Source: an optimization exercise on an open RTL-to-GDS flow (aim: small area). Production flows keep margins and buffers that such runs may drop.
The RTL was checked by simulation tests, not by an equivalence proof against the original design.
Power figures rest on the tool's default switching activity, not on a simulated workload.

==> inputs of job 3371 <==
// feature_pipeline
module feature_pipeline
(
    input  logic        clk,
    input  logic        reset_n,
    input  logic        start,
    input  logic [15:0] accel_x,
    input  logic [15:0] accel_y,
    input  logic [15:0] accel_z,
    output logic [15:0] feature_mean,
    output logic [15:0] feature_std,
    output logic        feature_valid
);
    logic        sx, sy, sz;
    logic [15:0] ax, ay, az;
    logic [16:0] mag_raw;
    logic [15:0] mag_d, mag_q;      
    logic        en;
    logic        vld_q;
    logic [4:0]  cnt_q;
    logic        first;
    logic        load_q;
    logic [20:0] sum_q, sum_d, sum_g;
    logic [36:0] sq_q, sq_d, sq_t, nsq_g;  
    logic        sq_c_q, sq_c_d, sq_c_t, nsq_cg;  
    logic [15:0] nmag;
    logic [15:0] npp [16];
    logic [31:0] ex2;
    assign sx = accel_x[15];
    assign sy = accel_y[15];
    assign sz = accel_z[15];
    assign ax = accel_x ^ {16{sx}};
    assign ay = accel_y ^ {16{sy}};
    assign az = accel_z ^ {16{sz}};
    assign en    = start & ~reset_n;
    assign mag_d = (mag_raw[15:0] | {16{mag_raw[16]}}) & {16{en}};
    assign first = (cnt_q == 5'd0);
    assign sum_g = sum_q & {21{~first}};
    assign sq_c_t = ~sq_c_q;
    assign nsq_cg = sq_c_q | first;
    assign nmag   = ~mag_q;
    always_comb begin
        for (int i = 0; i < 16; i++)
  ...
export LEC_CHECK = 0
export CAP_MARGIN = 20
export CORE_MARGIN = 2
export CORE_UTILIZATION = 40
export CTS_BUF_LIST = sky130_fd_sc_hd__clkbuf_8
export SLEW_MARGIN = 20
export SYNTH_HIERARCHICAL = 1
create_clock -name core_clock -period 10.0 [get_ports {clk}]
run.sh (not shown) runs the stock make flow with config.mk's settings and CLKGATE_MAP_FILE= SYNTH_SCRIPT=/design/flow/synth_recipe.tcl, a recipe that flattens the netlist after the stock synthesis.
==> job 2695 (differences from job 3371) <==
==> flow/flow/run.sh (new file) <==
#!/bin/bash
set -euo pipefail
export BUFFER_PORTS_ARGS="-buffer_cell sky130_fd_sc_hd__buf_1"
export REMOVE_ABC_BUFFERS=1
export CTS_ARGS="-sink_clustering_enable -repair_clock_nets -dont_use_dummy_load -buf_list sky130_fd_sc_hd__clkbuf_8"
bash standard.sh > flow_make.log 2>&1
==> flow/standard.sh (new file) <==
#!/bin/bash
# synth_recipe.tcl (not shown) runs the flow's synth.tcl, then flattens the netlist and writes it again
# the make line also repeats each setting of config.mk as NAME=value (left out here)
make -C /OpenROAD-flow-scripts/flow DESIGN_CONFIG=/design/flow/config.mk WORK_HOME=/design/flow/orfs CLKGATE_MAP_FILE= SYNTH_SCRIPT=/design/flow/synth_recipe.tcl "${@:-finish}"
Settings changed: CORE_UTILIZATION 40 to 60, GPL_TIMING_DRIVEN from default to 0.
removed: flow/run.sh
==> summary of the runs <==
- Synthesized cell count is the same in job 3371 and job 2695.
- Between job 3371 and job 2695, the lower clock power is in job 2695 (gap 32%, measured against job 2695).
- Against job 3371, the clock skew of job 2695 is higher by 0.020 ns.
- Between job 2695 and job 3371, the lower first-iteration DRC count is in job 2695 (gap about 27%, measured against job 3371).
- In critical path depth, job 3371 and job 2695 do not differ.
- In job 2695 the die area is lower than in job 3371, by 33%.
- In job 3371 the worst setup slack is better than in job 2695, by 0.12 ns.
==> figures <==
	job 3371	job 2695
Core utilization of the finished layout	0.465	0.641
Initial DRC Count	598	437
Vertical die dimension	175 um	144 um
Initial standard-cell utilization of the core	0.408	0.607
Net count reported at finish	1,394	1,371
Clock Power	0.000488 W	0.000369 W
GRT met3 Usage	0.0281	0.0343
Buffering overhead	0.0771	0.0287
Crit path from	cnt_q[4]	mag_q[15]
Clock buffer count	18	17
Run status	complete, no violations	complete, no violations
Peak clock frequency supported by timing	105 MHz	104 MHz
Combinational fraction of design power	0.440	0.407
Number of optimization iterations in the first detailed-route pass	11	9
Tapcell Cnt	384	265

========
==> v23: inputs <==
Another version of the RTL of feature_pipeline (not shown whole).
Settings: LEC_CHECK=0, CAP_MARGIN=20, CORE_MARGIN=2, CORE_UTILIZATION=40, CTS_BUF_LIST=sky130_fd_sc_hd__clkbuf_8, GPL_TIMING_DRIVEN=0, SLEW_MARGIN=20, SYNTH_HIERARCHICAL=1; clock period 10.0 ns.
standard.sh (not shown) runs the stock make flow with config.mk's settings and CLKGATE_MAP_FILE= SYNTH_SCRIPT=/design/flow/synth_recipe.tcl, a recipe that flattens the netlist after the stock synthesis.
==> flow/flow/run.sh <==
#!/bin/bash
set -euo pipefail
export BUFFER_PORTS_ARGS="-buffer_cell sky130_fd_sc_hd__buf_1"
export REMOVE_ABC_BUFFERS=1
export CTS_ARGS="-sink_clustering_enable -repair_clock_nets -dont_use_dummy_load -buf_list sky130_fd_sc_hd__clkbuf_8"
bash standard.sh > flow_make.log 2>&1
==> v26: changes against v23 <==
--- a/flow/design.v
+++ b/flow/design.v
@@ -34,24 +34,12 @@
     input  logic a,
     input  logic b,
     output logic y
 );
     assign y = a | b;
 endmodule
-module fp_mux3
-(
-    input  logic a,
-    input  logic sa,
-    input  logic b,
-    input  logic sb,
-    input  logic c,
-    input  logic sc,
-    output logic y
-);
-    assign y = (a & sa) | (b & sb) | (c & sc);
-endmodule
 module fp_ha
 (
     input  logic a,
     input  logic b,
     output logic s,
     output logic co
@@ -234,27 +222,20 @@
     assign ndiff[13] = rb_26;
     assign ndiff[14] = rb_28;
     assign ndiff[15] = rb_30;
     assign ndiff[16] = rb_32;
     assign ndiff[17] = rb_34;
     assign diff_c = rb_35;
-    logic        sel_l, sel_a, sel_b;
-    logic [31:0] za, zb;
-    assign sel_l = load;
-    assign sel_a = ~load & phase_a;
-    assign sel_b = ~load & ~phase_a;
-    assign za    = {win[0], z_q[31:17], win[16:1]};
-    assign zb    = {z_q[29:16], 2'b00, z_q[13:0], z_q[31:30]};
-    for (genvar k = 0; k < 32; k++) begin : g_zmux
-        if (k == 16 || k == 17) begin : g_z0
-            assign z_d[k] = (ex2[k] & sel_l) | (za[k] & sel_a);
-        end else begin : g_z
-            fp_mux3 u_zmux (.a(ex2[k]), .sa(sel_l), .b(za[k]), .sb(sel_a), .c(zb[k]), .sc(sel_b), .y(z_d[k]));
-        end
-    end
     always_comb begin
+        if (load) begin
+            z_d = ex2;
+        end else if (phase_a) begin
+            z_d = {win[0], z_q[31:17], win[16:1]};
+        end else begin
+            z_d = {z_q[29:16], 2'b00, z_q[13:0], z_q[31:30]};
+        end
         if (phase_a) begin
             nrem_d = ~{14'd0, win[16] & win[15], win[16] & ~win[15]};
             root_d = {15'd0, ge0};
         end else begin
             nrem_d = ge ? ndiff[15:0] : nrem_shift[15:0];
             root_d = {root_q[14:0], ge};
==> flow/flow/run.sh (replaced) <==
#!/bin/bash
# The standard ORFS layout (standard.sh) with these changes:
#    adders written out in the RTL reach extract_fa as written (the final ABC mapping
#    after flip-flop mapping still runs); flip-flops are mapped exactly as in the
#    standard synthesis;
#  - every input and output port is still buffered, with the smallest buffer;
#  - clock tree synthesis without dummy clock loads.
set -euo pipefail
export BUFFER_PORTS_ARGS="-buffer_cell sky130_fd_sc_hd__buf_1"
export CTS_ARGS="-sink_clustering_enable -repair_clock_nets -dont_use_dummy_load -buf_list sky130_fd_sc_hd__clkbuf_8"
bash standard.sh > flow_make.log 2>&1
==> v1: changes against v23 <==
--- a/flow/design.v
+++ b/flow/design.v
@@ -242,17 +242,13 @@
     assign sel_l = load;
     assign sel_a = ~load & phase_a;
     assign sel_b = ~load & ~phase_a;
     assign za    = {win[0], z_q[31:17], win[16:1]};
     assign zb    = {z_q[29:16], 2'b00, z_q[13:0], z_q[31:30]};
     for (genvar k = 0; k < 32; k++) begin : g_zmux
-        if (k == 16 || k == 17) begin : g_z0
-            assign z_d[k] = (ex2[k] & sel_l) | (za[k] & sel_a);
-        end else begin : g_z
-            fp_mux3 u_zmux (.a(ex2[k]), .sa(sel_l), .b(za[k]), .sb(sel_a), .c(zb[k]), .sc(sel_b), .y(z_d[k]));
-        end
+        fp_mux3 u_zmux (.a(ex2[k]), .sa(sel_l), .b(za[k]), .sb(sel_a), .c(zb[k]), .sc(sel_b), .y(z_d[k]));
     end
     always_comb begin
         if (phase_a) begin
             nrem_d = ~{14'd0, win[16] & win[15], win[16] & ~win[15]};
             root_d = {15'd0, ge0};
         end else begin
==> flow/run.sh (new file) <==
#!/bin/bash
# synth_recipe.tcl (not shown) runs the flow's synth.tcl, then flattens the netlist and writes it again
# the make line also repeats each setting of config.mk as NAME=value (left out here)
make -C /OpenROAD-flow-scripts/flow DESIGN_CONFIG=/design/flow/config.mk WORK_HOME=/design/flow/orfs CLKGATE_MAP_FILE= SYNTH_SCRIPT=/design/flow/synth_recipe.tcl finish
GPL_TIMING_DRIVEN = default   (was 0)
removed: flow/flow/run.sh
removed: flow/standard.sh
==> summary of the runs <==
v1 passed the timing, design-rule and antenna checks. v23 produced a clean layout. v26 finished with timing, DRC and antenna clean. Of v23 and v26, v26 has the higher global-route usage (gap 0.83 points). In area after synthesis, v23 and v1 hardly differ. The highest clock skew belongs to v26, the lowest to v1. Worst setup slack: v1 > v26 > v23. Sequential power, lowest first: v26, v1, v23. The lowest power belongs to v23, the highest to v1.

[static timing again, ports no longer ideal]
The flow's constraints put no driver on any port. The routed layouts listed below were extracted and timed again, unchanged, in two steps. Step 1 sets driving cells, clkbuf_16 on the clock port and buf_2 on the other inputs (assumed; they add their load-dependent delay and slew). Step 2 adds t to the input delays and takes it off the output delays; t is the mean of the earliest and latest rising clock arrival at the registers after step 1. Input paths then give back, and output paths get back, about the clock's delay inside the block. Three values: no drivers, after step 1, after step 2; two values: the first two.
run | t, ns | setup slack, ns | hold WS [ns] | latest minus earliest clock arrival (ns)
job 3371 | 0.497 | 0.457 / 0.457 / 0.280 | 0.441 / 0.441 / 0.441 | 0.025 / 0.025
job 2695 | 0.476 | 0.339 / 0.339 / 0.339 | 0.417 / 0.417 / 0.417 | 0.045 / 0.045
v23 | 0.484 | 0.335 / 0.335 / 0.335 | 0.433 / 0.433 / 0.433 | 0.032 / 0.032
v26 | 0.470 | 0.337 / 0.337 / 0.054 | 0.431 / 0.431 / 0.431 | 0.048 / 0.048
v1 | 0.504 | 0.434 / 0.434 / 0.260 | 0.441 / 0.441 / 0.441 | 0.026 / 0.025
After both steps every run listed still meets setup and hold. The setup slack of v26, which loses most, moves by 0.000 ns with the drivers and by -0.283 ns with both steps.
